Background: an optimization exercise with open tools, aiming at small area. Do not read the settings as production practice.
Function was checked by simulation only, so behaviour that the tests miss may differ from the original.
No activity file was given, so power comes from the tool's default toggle rates.

## pulsing_led_level_controller_unit
module pulsing_led_level_controller_unit (
  input  logic                       clk_i,
  input  logic                       rst_ni,
  input  logic                       in_valid,
  output logic                       in_ready,
  input  logic [1:0]                 in_command,
  input  logic [31:0]                in_now_ms,
  input  logic [31:0]                in_last_point_ms,
  input  logic [7:0]                 in_red,
  input  logic [7:0]                 in_green,
  input  logic [7:0]                 in_blue,
  output logic                       out_valid,
  input  logic                       out_ready,
  output logic [17:0]                out_level,
  output logic                       out_pulsing,
  output logic [7:0]                 out_red,
  output logic [7:0]                 out_green,
  output logic [7:0]                 out_blue,
  input  logic                       psel,
  input  logic                       penable,
  input  logic                       pwrite,
  input  logic [3:0]                 paddr,
  input  logic [31:0]                pwdata,
  output logic [31:0]                prdata,
  output logic                       pready
);
For scale: roughly 170 flip-flops, roughly 210 I/O pins, ~0.0079 mm² of cells after synthesis.
==> flow/config.mk <==
export PLATFORM = sky130hd
export DESIGN_NAME = pulsing_led_level_controller_unit
export DESIGN_NICKNAME = pulsing_led_level_controller_unit
export VERILOG_FILES = /design/flow/design.v
export SDC_FILE = /design/flow/constraint.sdc
export NUM_CORES = 4
export LEC_CHECK = 0
export ABC_AREA = 1
export CAP_MARGIN = 20
export CORE_MARGIN = 2
export CORE_UTILIZATION = 40
export PLACE_DENSITY = 0.8
export SLEW_MARGIN = 20
==> flow/constraint.sdc <==
create_clock -name core_clock -period 11.0 [get_ports {clk_i}]
set_input_delay 2.2000 -clock core_clock [delete_from_list [all_inputs] [get_ports {clk_i}]]
set_output_delay 2.2000 -clock core_clock [all_outputs]
set_load 0.01 [all_outputs]
standard.sh (not shown) runs the stock make flow with config.mk's settings and CLKGATE_MAP_FILE= SYNTH_SCRIPT=/design/flow/synth_recipe.tcl, a recipe that flattens the netlist after the stock synthesis.
==> flow/flow/run.sh <==
#!/bin/bash
# Standard ORFS layout (the standard.sh) with area-oriented choices:
#  - ABC maps with an area-oriented script (flow/abc_area.script, used through a copy of the
#    ORFS scripts folder); registers are mapped by the unchanged yosys flow as in the standard
#    synthesis.
#  - buf_1 as the port buffer on every input and output port.
#  - CTS with clkbuf_8 buffers, larger sink clusters and no dummy loads.
# Each tool's output goes to the ORFS logs under orfs/logs; make's output goes to flow.log.
set -euo pipefail
rm -rf orfs_scripts
cp -r "$FLOW_HOME/scripts" orfs_scripts
cp flow/abc_area.script orfs_scripts/abc_area.script
export SCRIPTS_DIR="$PWD/orfs_scripts"
export BUFFER_PORTS_ARGS="-buffer_cell sky130_fd_sc_hd__buf_1"
export CTS_ARGS="-sink_clustering_enable -repair_clock_nets -dont_use_dummy_load -buf_list sky130_fd_sc_hd__clkbuf_8 -sink_clustering_size 20 -sink_clustering_max_diameter 80"
bash standard.sh > flow.log 2>&1
==> flow/flow/abc_area.script <==
strash
&get -n
&st
&synch2
&dch -f
&put
amap
topo
stime -c
==> next run, changes <==
- PLACE_DENSITY: 0.8 -> 0.95
Outcome: Via count increases by 1.9%; synthesized cell count does not change; total power came out higher by 0.64%; setup slack loses 0.019 ns.
==> next run, changes <==
--- a/flow/flow/run.sh
+++ b/flow/flow/run.sh
@@ -14,0 +15 @@
+export SKIP_REPAIR_TIE_FANOUT=1
- PLACE_DENSITY: 0.95 -> 0.8
Result:
- worst setup slack is worse by 0.058 ns
- cell area goes down by 0.38%
- synthesized cell count does not change
- wire length goes up by about 1.8%
- clock-buffer cell count is unchanged
- global-route usage goes up by 0.20 points
- combinational power stays flat
==> next run, changes <==
--- a/flow/flow/run.sh
+++ b/flow/flow/run.sh
@@ -15 +14,0 @@
-export SKIP_REPAIR_TIE_FANOUT=1
- GPL_ROUTABILITY_DRIVEN: default -> 0
- PLACE_DENSITY: 0.8 -> default
- The changed run went through all stages and came out clean
- via count drops by a few percent
- first-iteration DRC count came out lower by about a fifth
- setup slack improved by 0.029 ns
- routed wire length fell slightly
- sequential power is about the same
- count of clock-buffer cells in the layout stays the same
- cell area is higher slightly


P:
pulsing_led_level_controller_unit, a different RTL version from the one above (not shown whole).
For scale: ~170 flip-flops, roughly 210 I/O pins, roughly 9000 sq um of cells after synthesis.
export LEC_CHECK = 0
export ABC_AREA = 1
export CAP_MARGIN = 20
export CORE_MARGIN = 2
export CORE_UTILIZATION = 40
export SLEW_MARGIN = 20
create_clock -name core_clock -period 11.0 [get_ports {clk_i}]
==> flow/flow/run.sh <==
#!/bin/bash
# Standard ORFS layout (the standard.sh, unchanged synthesis) with smaller cells where the
# flow has a choice: buf_1 as the port buffer and no CTS dummy loads. Each tool's output goes
# to the ORFS logs under orfs/logs; make's own output goes to flow.log here.
set -euo pipefail
export BUFFER_PORTS_ARGS="-buffer_cell sky130_fd_sc_hd__buf_1"
export CTS_ARGS="-sink_clustering_enable -repair_clock_nets -dont_use_dummy_load"
bash standard.sh > flow.log 2>&1
Modified inputs, Q compared to P
- changing CORE_UTILIZATION from 40 to 65
==> flow/flow/run.sh <==
#!/bin/bash
# Standard ORFS layout (the standard.sh) with area-oriented choices:
#  - ABC maps with an area-oriented script (flow/abc_area.script, used through a copy of the
#    ORFS scripts folder); registers are mapped by the unchanged yosys flow as in the standard
#    synthesis.
#  - buf_1 as the port buffer on every input and output port.
#  - CTS with clkbuf_8 buffers, larger sink clusters and no dummy loads.
# Each tool's output goes to the ORFS logs under orfs/logs; make's output goes to flow.log.
set -euo pipefail
rm -rf orfs_scripts
cp -r "$FLOW_HOME/scripts" orfs_scripts
cp flow/abc_area.script orfs_scripts/abc_area.script
export SCRIPTS_DIR="$PWD/orfs_scripts"
export BUFFER_PORTS_ARGS="-buffer_cell sky130_fd_sc_hd__buf_1"
export CTS_ARGS="-sink_clustering_enable -repair_clock_nets -dont_use_dummy_load -buf_list sky130_fd_sc_hd__clkbuf_4 sky130_fd_sc_hd__clkbuf_8"
bash standard.sh > flow.log 2>&1
==> flow/flow/abc_area.script (new file) <==
strash
&get -n
&st
&synch2
&dch -f
&put
amap
topo
stime -c
Results
- Among Q and P, the run that stopped before the end is Q, and it is the only one.
- When Q is set beside P, its multiplexer area fraction after synthesis turns out to be 1.1 points smaller.
- Run comparison: Q dominant combinational cell family by area after synthesis compound AO/OA/AOI/OAI gates; P dominant combinational cell family by area after synthesis simple AND/OR/NAND/NOR gates
- Taking P as the reference, in Q fraction of synthesized cell area in xor and xnor cells lower, cell count after synthesis lower, worst slack after detailed placement lower.
### Q -> R
- changing CORE_UTILIZATION from 65 to 40
--- a/flow/flow/run.sh
+++ b/flow/flow/run.sh
@@ -14,3 +14,3 @@
 export BUFFER_PORTS_ARGS="-buffer_cell sky130_fd_sc_hd__buf_1"
-export CTS_ARGS="-sink_clustering_enable -repair_clock_nets -dont_use_dummy_load -buf_list sky130_fd_sc_hd__clkbuf_4 sky130_fd_sc_hd__clkbuf_8"
+export CTS_ARGS="-sink_clustering_enable -repair_clock_nets -dont_use_dummy_load -buf_list sky130_fd_sc_hd__clkbuf_8 -sink_clustering_size 20 -sink_clustering_max_diameter 80"
 bash standard.sh > flow.log 2>&1
==> comparison <==
R reached the final stage; the timing, DRC and antenna checks on its layout passed.
From Q to R the numbers moved as follows: floorplan row count shows an increase of about 30%, instance area at placement saw an increase, placer congestion estimate dropped about 2.7%.
Proportion of synthesized flip-flops having asynchronous set or reset came out exactly the same in R and Q.
Compare R and Q | detailed placer's ending HPWL higher: R
> inputs changed (R -> S)
- GPL_TIMING_DRIVEN newly set to 0
- SLEW_MARGIN changed from 20 to 5
- CAP_MARGIN changed from 20 to 5
Findings:
In summary, S completed successfully, with a layout that passed the timing, DRC and antenna checks.
Summary of the comparison: first-pass iteration count of the detailed router is higher in S, relative to R.
Diff S..R | placeable core region | unchanged
R → S: register-to-register slack fell by 180 ps; power attributed to combinational cells stayed essentially flat.
Higher wire length goes to S over R.
Required time reported for the critical path endpoint of R is on par with S.
Comparing the two runs side by side, S comes out behind R on achievable clock frequency.
| part of the total power dissipated in the clock network | R vs S | ≈ equal |
As far as switching share of total power is concerned, S and R perform about the same.
R has lower cell area than S.
As of S, via count normalized by instance count had risen slightly compared to R.


Starting RTL as in the previous note.
==> flow/config.mk <==
export PLATFORM = sky130hd
export DESIGN_NAME = pulsing_led_level_controller_unit
export DESIGN_NICKNAME = pulsing_led_level_controller_unit
export VERILOG_FILES = /design/flow/design.v
export SDC_FILE = /design/flow/constraint.sdc
export NUM_CORES = 4
export LEC_CHECK = 0
export ABC_AREA = 1
export CAP_MARGIN = 20
export CORE_MARGIN = 2
export CORE_UTILIZATION = 65
export SLEW_MARGIN = 20
==> flow/constraint.sdc <==
create_clock -name core_clock -period 11.0 [get_ports {clk_i}]
set_input_delay 2.2000 -clock core_clock [delete_from_list [all_inputs] [get_ports {clk_i}]]
set_output_delay 2.2000 -clock core_clock [all_outputs]
set_load 0.01 [all_outputs]
==> flow/flow/run.sh <==
#!/bin/bash
# Standard ORFS layout (the standard.sh) with area-oriented choices:
#  - ABC maps with an area-oriented script (flow/abc_area.script, used through a copy of the
#    ORFS scripts folder); registers are mapped by the unchanged yosys flow as in the standard
#    synthesis.
#  - buf_1 as the port buffer on every input and output port.
#  - CTS with clkbuf_8 buffers, larger sink clusters and no dummy loads.
# Each tool's output goes to the ORFS logs under orfs/logs; make's output goes to flow.log.
set -euo pipefail
rm -rf orfs_scripts
cp -r "$FLOW_HOME/scripts" orfs_scripts
cp flow/abc_area.script orfs_scripts/abc_area.script
export SCRIPTS_DIR="$PWD/orfs_scripts"
export BUFFER_PORTS_ARGS="-buffer_cell sky130_fd_sc_hd__buf_1"
export CTS_ARGS="-sink_clustering_enable -repair_clock_nets -dont_use_dummy_load -buf_list {sky130_fd_sc_hd__clkbuf_4 sky130_fd_sc_hd__clkbuf_8}"
bash standard.sh > flow.log 2>&1
==> flow/flow/abc_area.script <==
strash
&get -n
&st
&synch2
&dch -f
&put
amap
topo
stime -c
==> next run, changes <==
--- a/flow/flow/run.sh
+++ b/flow/flow/run.sh
@@ -14,3 +14,3 @@
 export BUFFER_PORTS_ARGS="-buffer_cell sky130_fd_sc_hd__buf_1"
-export CTS_ARGS="-sink_clustering_enable -repair_clock_nets -dont_use_dummy_load -buf_list {sky130_fd_sc_hd__clkbuf_4 sky130_fd_sc_hd__clkbuf_8}"
+export CTS_ARGS="-sink_clustering_enable -repair_clock_nets -dont_use_dummy_load -buf_list sky130_fd_sc_hd__clkbuf_16 -sink_clustering_size 40 -sink_clustering_max_diameter 150"
 bash standard.sh > flow.log 2>&1
Settings changed: CORE_UTILIZATION 65 to 40.
After rerunning: Routed wire length went up by 3.4%. Synthesized area does not change. Sequential power is about the same. Worst hold slack is about the same. Combinational power stays flat. Total power went up by 5.3%. Cell count went up by 8.7%. Die area went up by 60%. Via count went down by 5.2%. Count of clock-buffer cells in the layout is unchanged. Synthesized cell count does not change.
==> next run, changes <==
==> flow/flow/run.sh (replaced) <==
#!/bin/bash
# Standard ORFS layout (the standard.sh, unchanged synthesis) with smaller cells where the
# flow has a choice: buf_1 as the port buffer and no CTS dummy loads. Each tool's output goes
# to the ORFS logs under orfs/logs; make's own output goes to flow.log here.
set -euo pipefail
export BUFFER_PORTS_ARGS="-buffer_cell sky130_fd_sc_hd__buf_1"
export CTS_ARGS="-sink_clustering_enable -repair_clock_nets -dont_use_dummy_load -buf_list sky130_fd_sc_hd__clkbuf_8 -sink_clustering_size 30 -sink_clustering_max_diameter 100"
bash standard.sh > flow.log 2>&1
removed: flow/flow/abc_area.script
Outcome: The changed run went through all stages and came out clean. Global-route usage decreases by 0.73 points. Count of clock-buffer cells in the layout is unchanged. Area after synthesis grows by 10%. Sequential power hardly moves. Die area is higher by about 10%.
==> next run, changes <==
==> flow/flow/run.sh (replaced) <==
#!/bin/bash
# Standard ORFS layout (the standard.sh) with area-oriented choices:
#  - ABC maps with an area-oriented script (flow/abc_area.script, used through a copy of the
#    ORFS scripts folder); registers are mapped by the unchanged yosys flow as in the standard
#    synthesis.
#  - buf_1 as the port buffer on every input and output port.
#  - CTS with clkbuf_8 buffers, larger sink clusters and no dummy loads.
# Each tool's output goes to the ORFS logs under orfs/logs; make's output goes to flow.log.
set -euo pipefail
rm -rf orfs_scripts
cp -r "$FLOW_HOME/scripts" orfs_scripts
cp flow/abc_area.script orfs_scripts/abc_area.script
export SCRIPTS_DIR="$PWD/orfs_scripts"
export BUFFER_PORTS_ARGS="-buffer_cell sky130_fd_sc_hd__buf_1"
export CTS_ARGS="-sink_clustering_enable -repair_clock_nets -dont_use_dummy_load -buf_list sky130_fd_sc_hd__clkbuf_8 -sink_clustering_size 20 -sink_clustering_max_diameter 80"
bash standard.sh > flow.log 2>&1
==> flow/flow/abc_area.script (new file) <==
strash
&get -n
&st
&synch2
&dch -f
&put
amap
topo
stime -c
Settings changed: CORE_UTILIZATION 40 to 65.
Power decreases by 4.5%.
Design area decreases by 7.5%.
Non-clock buffer count increases by 2.
Synthesized area decreases by 9.1%.
Flip-flop and latch count stays the same.
Wire length decreases by 6.9%.

separate check: timing with driven ports:
No port has a modelled driver above. Below, the same layouts with a new extraction and two added sets of constraints.
Step 1 (the two cells are an assumption about what drives the block):
set clk [get_ports {clk_i}]
set_driving_cell -lib_cell sky130_fd_sc_hd__clkbuf_16 $clk
set_driving_cell -lib_cell sky130_fd_sc_hd__buf_2 [delete_from_list [all_inputs] $clk]
Step 2 moves the port delays by t, midway between the first and last clock arrival at a register: inputs arrive t later, outputs are due t later. That takes back most of the time a late clock gives input paths.
Slacks: ideal / step 1 / step 2; pairs: ideal / step 1.
| run | shift t [ns] | setup WS [ns] | worst setup path after step 2 | clock arrival spread, ns |
|---|---|---|---|---|
| the first run of note 1 | 0.471 | 4.142 / 4.114 / 4.066 | input to register | 0.032 / 0.031 |
| the second run of note 1 | 0.485 | 4.123 / 4.120 / 3.970 | input to register | 0.030 / 0.030 |
| the third run of note 1 | 0.482 | 4.066 / 4.038 / 4.038 | input to output | 0.038 / 0.038 |
| the fourth run of note 1 | 0.483 | 4.095 / 4.073 / 4.073 | input to output | 0.037 / 0.037 |
| P | 0.456 | 5.096 / 5.076 / 5.076 | input to output | 0.039 / 0.039 |
| R | 0.494 | 4.095 / 4.071 / 4.071 | input to output | 0.035 / 0.034 |
| S | 0.502 | 3.333 / 3.299 / 3.299 | input to output | 0.039 / 0.039 |
| the first run of note 3 | 0.480 | 4.607 / 4.607 / 4.607 | register to register | 0.023 / 0.023 |
| the second run of note 3 | 0.469 | 4.128 / 4.105 / 4.105 | input to output | 0.020 / 0.021 |
| the third run of note 3 | 0.494 | 5.060 / 5.040 / 5.040 | input to output | 0.062 / 0.063 |
| the fourth run of note 3 | 0.480 | 4.607 / 4.607 / 4.607 | register to register | 0.023 / 0.023 |
After both steps setup and hold are still met in every run listed. The setup slack of the second run of note 1, which loses most, moves by -0.003 ns with the drivers and by -0.153 ns with both steps.
